What follows belongs to an exercise in optimizing a design on an open flow for small area, a short achievable clock period and few clock cycles per item; a production flow would make more cautious choices.
Only simulation tests tie the RTL to the original design; equivalence was not proved.
Power and IR drop assume default switching activity.

<file path="flow/config.mk">
export PLATFORM = sky130hd
export DESIGN_NAME = dns_query_echo_answer_builder_unit
export DESIGN_NICKNAME = dns_query_echo_answer_builder_unit
export VERILOG_FILES = /design/flow/design.v
export SDC_FILE = /design/flow/constraint.sdc
export NUM_CORES = 4
export LEC_CHECK = 0
export CAP_MARGIN = 20
export CORE_MARGIN = 2
export CORE_UTILIZATION = 40
export SLEW_MARGIN = 20
</file>
<file path="flow/constraint.sdc">
create_clock -name core_clock -period 6.0 [get_ports {clk}]
set_input_delay 1.2000 -clock core_clock [delete_from_list [all_inputs] [get_ports {clk}]]
set_output_delay 1.2000 -clock core_clock [all_outputs]
set_load 0.01 [all_outputs]
</file>
<file path="flow/design.v">
package dnsqeab_pkg;
  localparam int MaxQueryBytes = 512;
  localparam int CountWidth    = $clog2(MaxQueryBytes + 1);
  localparam int QueueDepth    = 4;
  localparam int QueuePtrWidth = $clog2(QueueDepth);
  localparam int QueueCntWidth = $clog2(QueueDepth + 1);
  localparam logic [15:0] QtypeA    = 16'h0001;
  localparam logic [15:0] QtypeAaaa = 16'h001C;
  localparam logic [15:0] ResetReplyFlags = 16'h8180;
  localparam logic [31:0] ResetAnswerTtl  = 32'd30;
  localparam logic CfgReplyFlags = 1'b0;
  localparam logic CfgAnswerTtl  = 1'b1;
  localparam logic [2:0] RecNone   = 3'd0;
  localparam logic [2:0] RecLen0   = 3'd1;
  localparam logic [2:0] RecA      = 3'd2;
  localparam logic [2:0] RecMapped = 3'd3;
  localparam logic [2:0] RecV6     = 3'd4;
  typedef struct packed {
    logic [7:0]  data;
    logic        last;
    logic        error;
    logic [2:0]  kind;
    logic [15:0] qtype;
    logic [7:0]  class_hi;
    logic [63:0] addr_hi;
    logic [63:0] addr_lo;
  } entry_t;
  localparam int EntryWidth = 8 + 1 + 1 + 3 + 16 + 8 + 64 + 64;
endpackage
module dnsqeab_front (
  input  logic                  clk,
  input  logic                  rst,
  input  logic                  in_valid,
  output logic                  in_stall,
  input  logic [7:0]            query_byte,
  input  logic                  query_last,
  input  logic                  client_is_v6,
  input  logic [63:0]           client_addr_hi,
  input  logic [63:0]           client_addr_lo,
  input  logic [15:0]           reply_flags,
  input  logic                  queue_full,
  output logic                  push,
  output dnsqeab_pkg::entry_t   push_entry
);
  localparam logic [2:0] PhHeader  = 3'd0;
  localparam logic [2:0] PhLen     = 3'd1;
  localparam logic [2:0] PhBody    = 3'd2;
  localparam logic [2:0] PhTypeHi  = 3'd3;
  localparam logic [2:0] PhTypeLo  = 3'd4;
  localparam logic [2:0] PhClassHi = 3'd5;
  localparam logic [2:0] PhClassLo = 3'd6;
  localparam logic [2:0] PhDrop    = 3'd7;
  localparam logic [3:0] HdrFlagsHi = 4'd2;
  localparam logic [3:0] HdrFlagsLo = 4'd3;
  localparam logic [3:0] HdrAnCntHi = 4'd6;
  localparam logic [3:0] HdrAnCntLo = 4'd7;
  localparam logic [3:0] HdrLength  = 4'd12;
  logic [2:0]  phase, phase_next;
  logic [3:0]  hdr_pos, hdr_pos_next;
  logic [7:0]  label_left, label_left_next;
  logic [15:0] qtype, qtype_next;
  logic [7:0]  class_hi, class_hi_next;
  logic [dnsqeab_pkg::CountWidth-1:0] count, count_next;
  logic        accept;
  assign in_stall = queue_full;
  assign accept   = in_valid && !queue_full;
  always_comb begin
    phase_next      = phase;
    hdr_pos_next    = hdr_pos;
    label_left_next = label_left;
    qtype_next      = qtype;
    class_hi_next   = class_hi;
    count_next      = count;
    push            = 1'b0;
    push_entry.data     = query_byte;
    push_entry.last     = 1'b0;
    push_entry.error    = 1'b0;
    push_entry.kind     = dnsqeab_pkg::RecNone;
    push_entry.qtype    = qtype;
    push_entry.class_hi = class_hi;
    push_entry.addr_hi  = client_addr_hi;
    push_entry.addr_lo  = client_addr_lo;
    if (accept) begin
      if (phase == PhDrop) begin
        if (query_last) begin
          phase_next = PhHeader;
        end
      end else if ((count >= dnsqeab_pkg::CountWidth'(dnsqeab_pkg::MaxQueryBytes)) ||
                   (query_last && (phase != PhClassLo))) begin
        push             = 1'b1;
        push_entry.data  = 8'h00;
        push_entry.last  = 1'b1;
        push_entry.error = 1'b1;
        phase_next       = query_last ? PhHeader : PhDrop;
      end else begin
        push       = 1'b1;
        count_next = count + 1'b1;
        case (phase)
          PhHeader: begin
            case (hdr_pos)
              HdrFlagsHi: push_entry.data = reply_flags[15:8];
              HdrFlagsLo: push_entry.data = reply_flags[7:0];
              HdrAnCntHi: push_entry.data = 8'h00;
              HdrAnCntLo: push_entry.data = 8'h01;
              default:    push_entry.data = query_byte;
            endcase
            hdr_pos_next = hdr_pos + 1'b1;
            if (hdr_pos_next >= HdrLength) begin
              phase_next = PhLen;
            end
          end
          PhLen: begin
            if (query_byte == 8'h00) begin
              phase_next = PhTypeHi;
            end else begin
              label_left_next = query_byte;
              phase_next      = PhBody;
            end
          end
          PhBody: begin
            label_left_next = label_left - 1'b1;
            if (label_left_next == 8'h00) begin
              phase_next = PhLen;
            end
          end
          PhTypeHi: begin
            qtype_next = {query_byte, 8'h00};
            phase_next = PhTypeLo;
          end
          PhTypeLo: begin
            qtype_next = {qtype[15:8], query_byte};
            phase_next = PhClassHi;
          end
          PhClassHi: begin
            class_hi_next = query_byte;
            phase_next    = PhClassLo;
          end
          default: begin
            if (!client_is_v6) begin
              if (qtype == dnsqeab_pkg::QtypeA) begin
                push_entry.kind = dnsqeab_pkg::RecA;
              end else if (qtype == dnsqeab_pkg::QtypeAaaa) begin
                push_entry.kind = dnsqeab_pkg::RecMapped;
              end else begin
                push_entry.kind = dnsqeab_pkg::RecLen0;
              end
            end else if (qtype == dnsqeab_pkg::QtypeAaaa) begin
              push_entry.kind = dnsqeab_pkg::RecV6;
            end else begin
              push_entry.kind = dnsqeab_pkg::RecNone;
            end
            push_entry.last = (push_entry.kind == dnsqeab_pkg::RecNone);
            phase_next      = query_last ? PhHeader : PhDrop;
          end
        endcase
      end
      if (query_last && (phase_next == PhHeader)) begin
        hdr_pos_next    = '0;
        label_left_next = '0;
        qtype_next      = '0;
        class_hi_next   = '0;
        count_next      = '0;
      end
    end
  end
  always_ff @(posedge clk) begin
    if (rst) begin
      phase      <= PhHeader;
      hdr_pos    <= '0;
      label_left <= '0;
      qtype      <= '0;
      class_hi   <= '0;
      count      <= '0;
    end else begin
      phase      <= phase_next;
      hdr_pos    <= hdr_pos_next;
      label_left <= label_left_next;
      qtype      <= qtype_next;
      class_hi   <= class_hi_next;
      count      <= count_next;
    end
  end
endmodule
module dnsqeab_queue (
  input  logic                  clk,
  input  logic                  rst,
  input  logic                  push,
  input  dnsqeab_pkg::entry_t   push_entry,
  output logic                  full,
  output logic                  head_valid,
  output dnsqeab_pkg::entry_t   head_entry,
  input  logic                  pop
);
  logic [dnsqeab_pkg::EntryWidth-1:0] slots [0:dnsqeab_pkg::QueueDepth-1];
  logic [dnsqeab_pkg::QueuePtrWidth-1:0] wr_ptr;
  logic [dnsqeab_pkg::QueuePtrWidth-1:0] rd_ptr;
  logic [dnsqeab_pkg::QueueCntWidth-1:0] count;
  assign full       = (count == dnsqeab_pkg::QueueCntWidth'(dnsqeab_pkg::QueueDepth));
  assign head_valid = (count != '0);
  assign head_entry = slots[rd_ptr];
  always_ff @(posedge clk) begin
    if (push) begin
      slots[wr_ptr] <= push_entry;
    end
  end
  always_ff @(posedge clk) begin
    if (rst) begin
      wr_ptr <= '0;
      rd_ptr <= '0;
      count  <= '0;
    end else begin
      if (push) begin
        wr_ptr <= wr_ptr + 1'b1;
      end
      if (pop) begin
        rd_ptr <= rd_ptr + 1'b1;
      end
      case ({push, pop})
        2'b10:   count <= count + 1'b1;
        2'b01:   count <= count - 1'b1;
        default: count <= count;
      endcase
    end
  end
endmodule
module dnsqeab_back (
  input  logic                  clk,
  input  logic                  rst,
  input  logic                  head_valid,
  input  dnsqeab_pkg::entry_t   head_entry,
  output logic                  pop,
  input  logic [31:0]           answer_ttl,
  output logic                  out_valid,
  input  logic                  out_stall,
  output logic [7:0]            reply_byte,
  output logic                  reply_last,
  output logic                  reply_error
);
  logic [4:0]   pos;
  logic [4:0]   rec_idx;
  logic [4:0]   rec_end;
  logic [3:0]   data_idx;
  logic [15:0]  dlen;
  logic [127:0] data_word;
  logic [127:0] data_shift;
  logic         advance;
  logic         done;
  logic [7:0]   byte_sel;
  assign advance  = !out_valid || !out_stall;
  assign rec_idx  = pos - 5'd1;
  assign data_idx = 4'(rec_idx - 5'd12);
  always_comb begin
    case (head_entry.kind)
      dnsqeab_pkg::RecA: begin
        dlen      = 16'd4;
        rec_end   = 5'd15;
        data_word = {head_entry.addr_lo[31:0], 96'h0};
      end
      dnsqeab_pkg::RecMapped: begin
        dlen      = 16'd16;
        rec_end   = 5'd27;
        data_word = {80'h0, 16'hFFFF, head_entry.addr_lo[31:0]};
      end
      dnsqeab_pkg::RecV6: begin
        dlen      = 16'd16;
        rec_end   = 5'd27;
        data_word = {head_entry.addr_hi, head_entry.addr_lo};
      end
      default: begin
        dlen      = 16'd0;
        rec_end   = 5'd11;
        data_word = '0;
      end
    endcase
  end
  assign data_shift = data_word << {data_idx, 3'b000};
  always_comb begin
    case (rec_idx)
      5'd0:    byte_sel = 8'hC0;
      5'd1:    byte_sel = 8'h0C;
      5'd2:    byte_sel = head_entry.qtype[15:8];
      5'd3:    byte_sel = head_entry.qtype[7:0];
      5'd4:    byte_sel = head_entry.class_hi;
      5'd5:    byte_sel = head_entry.data;
      5'd6:    byte_sel = answer_ttl[31:24];
      5'd7:    byte_sel = answer_ttl[23:16];
      5'd8:    byte_sel = answer_ttl[15:8];
      5'd9:    byte_sel = answer_ttl[7:0];
      5'd10:   byte_sel = dlen[15:8];
      5'd11:   byte_sel = dlen[7:0];
      default: byte_sel = data_shift[127:120];
    endcase
  end
  assign done = (pos == 5'd0) ? (head_entry.kind == dnsqeab_pkg::RecNone)
                              : (rec_idx == rec_end);
  assign pop  = advance && head_valid && done;
  always_ff @(posedge clk) begin
    if (advance) begin
      if (pos == 5'd0) begin
        reply_byte  <= head_entry.data;
        reply_last  <= head_entry.last;
        reply_error <= head_entry.error;
      end else begin
        reply_byte  <= byte_sel;
        reply_last  <= done;
        reply_error <= 1'b0;
      end
    end
  end
  always_ff @(posedge clk) begin
    if (rst) begin
      out_valid <= 1'b0;
      pos       <= '0;
    end else if (advance) begin
      out_valid <= head_valid;
      if (head_valid) begin
        pos <= done ? 5'd0 : pos + 5'd1;
      end
    end
  end
endmodule
module dns_query_echo_answer_builder_unit (
  input  logic        clk,
  input  logic        rst,
  input  logic        cfg_write,
  input  logic        cfg_index,
  input  logic [31:0] cfg_data,
  input  logic        in_valid,
  output logic        in_stall,
  input  logic [7:0]  query_byte,
  input  logic        query_last,
  input  logic        client_is_v6,
  input  logic [63:0] client_addr_hi,
  input  logic [63:0] client_addr_lo,
  output logic        out_valid,
  input  logic        out_stall,
  output logic [7:0]  reply_byte,
  output logic        reply_last,
  output logic        reply_error
);
  logic [15:0]         reply_flags;
  logic [31:0]         answer_ttl;
  logic                push;
  dnsqeab_pkg::entry_t push_entry;
  logic                queue_full;
  logic                head_valid;
  dnsqeab_pkg::entry_t head_entry;
  logic                pop;
  always_ff @(posedge clk) begin
    if (rst) begin
      reply_flags <= dnsqeab_pkg::ResetReplyFlags;
      answer_ttl  <= dnsqeab_pkg::ResetAnswerTtl;
    end else if (cfg_write) begin
      case (cfg_index)
        dnsqeab_pkg::CfgReplyFlags: reply_flags <= cfg_data[15:0];
        dnsqeab_pkg::CfgAnswerTtl:  answer_ttl  <= cfg_data;
        default:                    answer_ttl  <= answer_ttl;
      endcase
    end
  end
  dnsqeab_front u_front (
    .clk            (clk),
    .rst            (rst),
    .in_valid       (in_valid),
    .in_stall       (in_stall),
    .query_byte     (query_byte),
    .query_last     (query_last),
    .client_is_v6   (client_is_v6),
    .client_addr_hi (client_addr_hi),
    .client_addr_lo (client_addr_lo),
    .reply_flags    (reply_flags),
    .queue_full     (queue_full),
    .push           (push),
    .push_entry     (push_entry)
  );
  dnsqeab_queue u_queue (
    .clk        (clk),
    .rst        (rst),
    .push       (push),
    .push_entry (push_entry),
    .full       (queue_full),
    .head_valid (head_valid),
    .head_entry (head_entry),
    .pop        (pop)
  );
  dnsqeab_back u_back (
    .clk         (clk),
    .rst         (rst),
    .head_valid  (head_valid),
    .head_entry  (head_entry),
    .pop         (pop),
    .answer_ttl  (answer_ttl),
    .out_valid   (out_valid),
    .out_stall   (out_stall),
    .reply_byte  (reply_byte),
    .reply_last  (reply_last),
    .reply_error (reply_error)
  );
endmodule
</file>
<file path="flow/run.sh">
#!/bin/bash
# synth_recipe.tcl (not shown) runs the flow's synth.tcl, then flattens the netlist and writes it again
# the make line also repeats each setting of config.mk as NAME=value (left out here)
make -C /OpenROAD-flow-scripts/flow DESIGN_CONFIG=/design/flow/config.mk WORK_HOME=/design/flow/orfs CLKGATE_MAP_FILE= SYNTH_SCRIPT=/design/flow/synth_recipe.tcl finish
</file>
==> summary.txt <==
-- stage by stage --
stage,hold slack [ps],cells,setup WS [ps],utilization,cell area [um^2]
floorplan,434,1873,81.1,-,31200
global placement,443,3027,1570,0.443,34300
detailed placement,449,3027,1480,0.443,34300
CTS,458,3181,1660,0.476,36800
global route,468,3182,1280,0.476,36800
finish,457,3182,1690,0.476,36800
-- area by class of cell --
cell class,count,area (um^2),area share
inverter,24,90.1,0.00245
multi-input combinational,962,8300,0.225
timing repair buffer,219,2210,0.0599
clock inverter,45,302,0.00819
clock buffer,109,2260,0.0612
sequential,782,22400,0.607
tap,1040,1300,0.0353
antenna,1,2.50,0.0000679
-- logic make-up after synthesis --
kind of cell / Yosys count / share of synthesized area
simple gates: 415 / 0.0629
buf+inv: 129 / 0.0180
compound gates: 305 / 0.0637
flops: 782 / 0.717
fa+ha+maj: 21 / 0.00866
xor+xnor: 22 / 0.00618
mux: 199 / 0.124
-- state kept, by name, summed over array words and instances, names as in the netlist, named ones only --
register and count:
u_back.reply_byte 8, answer_ttl 32, u_front.phase 3, u_front.count 10, u_front.class_hi 8, reply_flags 16, u_queue.rd_ptr 2, u_queue.slots 660
u_front.hdr_pos 4, u_back.reply_error 1, u_back.pos 5, u_front.qtype 16, u_queue.wr_ptr 2, u_back.reply_last 1, u_front.label_left 8, u_queue.count 3
u_back.out_valid 1
-- cells in the final DEF, fill, tap and decap left out, drive strengths merged, types with 8 or more instances in the layout --
master         netlist  final
o21ai               33     33
nor3                17     17
a22o                20     20
nand3b              10     10
a31oi                9      9
clkdlybuf4s50        0    186
and2                10     10
and3                19     19
nor2                84     84
nand2              169    169
buf                 48     33
nand2b              13     13
xor2                13     13
ha                  20     20
nor2b               13     13
clkinv               1     38
xnor2                9      9
a21oi              109    109
nand3               33     33
mux4               147    147
dfxtp              112    112
nor4                 9      9
nand4                8      8
a211oi              11     11
edfxtp             670    670
mux2                22     22
inv                 23     29
o22ai               12     12
mux2i               30     30
a22oi               57     57
clkbuf              57    109
-- tightest hold or removal path, stage by stage, from the launching register on --
cell and delay, ps:
dfxtp_1 310, nand2_1 50, a21oi_1 50
-- worst min path at each step --
| stage | slack, ps | startpoint | depth (start not counted) | end |
|---|---|---|---|---|
| after floorplan | 430 | answer_ttl[10] | 2 | answer_ttl[10] |
| after global placement | 440 | reply_flags[11] | 2 | reply_flags[11] |
| after detailed placement | 450 | reply_flags[5] | 2 | reply_flags[5] |
| after CTS | 460 | reply_flags[5] | 2 | reply_flags[5] |
| after global routing | 470 | reply_flags[5] | 2 | reply_flags[5] |
| final | 460 | reply_flags[12] | 2 | reply_flags[12] |
-- layer usage --
metal | vias up | track usage | routed length [um]
met3 | 146 | 0.0431 | 5060
met1 | 9069 | 0.260 | 33300
met5 | - | 0 | 60
li1 | 7835 | - | -
met2 | 564 | 0.311 | 37600
met4 | 10 | 0.0638 | 2210
-- power by group through the flow --
| stage | clock (mW) | combinational [mW] | sequential [mW] |
|---|---|---|---|
| detailed placement | 0 | 2.86 | 6.64 |
| CTS | 4.92 | 2.88 | 6.53 |
| finish | 4.83 | 2.86 | 6.53 |
| global route | 5.14 | 3.06 | 6.56 |
| floorplan | 0 | 1.75 | 6.64 |
| global placement | 0 | 2.85 | 6.62 |
==> flow_summary.yaml <==
power_and_ir_drop:
  finalPower_mw: 14.2
  p_sw_mw: 3.96
  swShare: 0.279
  combPwrFrac: 0.201
  powerDensity_nw_per_um2: 386
  intPower_mw: 10.3
  p_leak_nw: 11.8
  ir_worst_vdd_mv: 0.210
  p_seq_frac: 0.459
  clkPwrFrac: 0.340
grt:
  grt_max_degree: 101
  grt_pass1_wl_um: 116000
  grt_pass1_vias: 18000
  grt_usage: 0.193
  antenna_found_initial: 7
  grt_overflow: 0
synth:
  synth_cell_types: 68
  syn-instance-count: 1873
  ys.flop_type: "edfxtp_1"
  avgSynthCellArea_um2: 16.7
  ys_warn_count: 4
  synth-seq-cells: 782
  async_flop_share: 0
  synth.area.top_cells: "edfxtp_1, mux4_2, dfxtp_1"
  seq_area_frac_synth: 0.717
  synth_area_leader_cell: "edfxtp_1"
  synthTopCellsByCount: "edfxtp_1, nand2_1, mux4_2"
  synthesis.nets: 2070
  synth_most_common_cell: "edfxtp_1"
  synthDominantCellAreaShare: 0.645
  synth_edf_count: 670
  syn_area_um2: 31200
floorplanning:
  io_pins: 188
  num_rows: 102
  fp.dieW_um: 283
  dieArea_um2: 80200
  initial_core_util: 0.403
  core_um2: 77300
  die_h_um: 283
cts:
  cts_tree: "built"
  ctsLongestPathBuffers: 3
  cts_resized: 0
  cts_setup_buffers: 0
  ctsHoldBuffers: 0
  cts-root-buf: "clkbuf_16"
  cts-htree-levels: 3
  clk_latency_ps: 650
  cts.clk_slew.worst_paths_ps: 60
  numCtsBuffers: 82
  numClockSinks: 782
setup_path:
  cpLargestDelayFamily: "simple AND/OR/NAND/NOR gates"
  crit_chain: "mux4_2 > nor3b_1 > mux2i_1 > a31oi_1 > nor2b_1 > ha_1 > inv_1 > fa_1 > xor2_1 > or3_1 > a21oi_1"
  rrSetupSlack_ps: 1690
  slowest_delay_ps: 640
  crit_type: "reg -> reg"
  critPathLaunchType: "flip-flop"
  cp.depth: 11
  cp-endpoint: "u_queue.count[2]"
  crit_arrival_ps: 4880
  r2r_cells: 11
  critPathSlowestCell: "dfxtp_4"
  crit_fanout: 21
  critPathBufInv: 1
  critPathCaptureType: "flip-flop"
  cp.required_ps: 6560
  r2r-end: "u_queue.count[2]"
drt:
  dr_total_vias: 17600
  drtPass1Iterations: 5
  drc_errors: 0
  wl_per_cell_um: 24.6
  dr.first_iter.drc_count: 1464
  viasPerCell: 5.54
  antenna_left: 0
  wl_um: 78200
placed_design:
  place_hpwl_um: 50700
  port_buffers: 187
  gp_congestion: 0.809
sta:
  max_slew.worst_pin.slew_ps: 1050
  hold_viol: 0
  fin_tns_setup_ps: 0
  relSlewSlack: 0.297
  rsz0062_at_grt: "no"
  setup_violations: 0
  period_needed_ps: 4310
  fin_skew_ps: 36.1
  drv_slew: 0
  period_share: 0.719
  fmax_ghz: 0.232
min_path:
  hp-class: "reg -> reg"
finish:
  layout-drive-gt1-share: 0.156
  area_growth_pct: 18.1
  nFillCells: 6607
  layout.nets: 2268
status:
  outcome: "timing/DRC/antenna clean"
job:
  maxCapViolations: 0
Testbench counts, summed over its fixed seeds: cycles 28,190, queries 512.

separate check: timing with driven ports:
The results above use ideal ports. As a check the final layout listed here was re-extracted and re-timed, cells and wires unchanged.
Step 1 sets driving cells, clkbuf_16 on the clock port and buf_2 on the other inputs (assumed; they add their load-dependent delay and slew).
Step 2, shift: input delay + t, output delay - t, t = (earliest + latest rising clock arrival at the registers) / 2. This alone moves slack from input paths to output paths.
Three values: ideal ports, drivers, drivers and shift; two values: the first two.
t (ns): 0.698
slack for setup (ns): 1.686 / 1.686 / 1.438
hold slack, ns: 0.457 / 0.457 / 0.457
worst register clock-pin slew, ns: 0.07 / 0.07
After both steps this run still meets setup and hold. For this run, drivers alone change the setup slack by 0.000 ns; drivers and shift together by -0.248 ns.
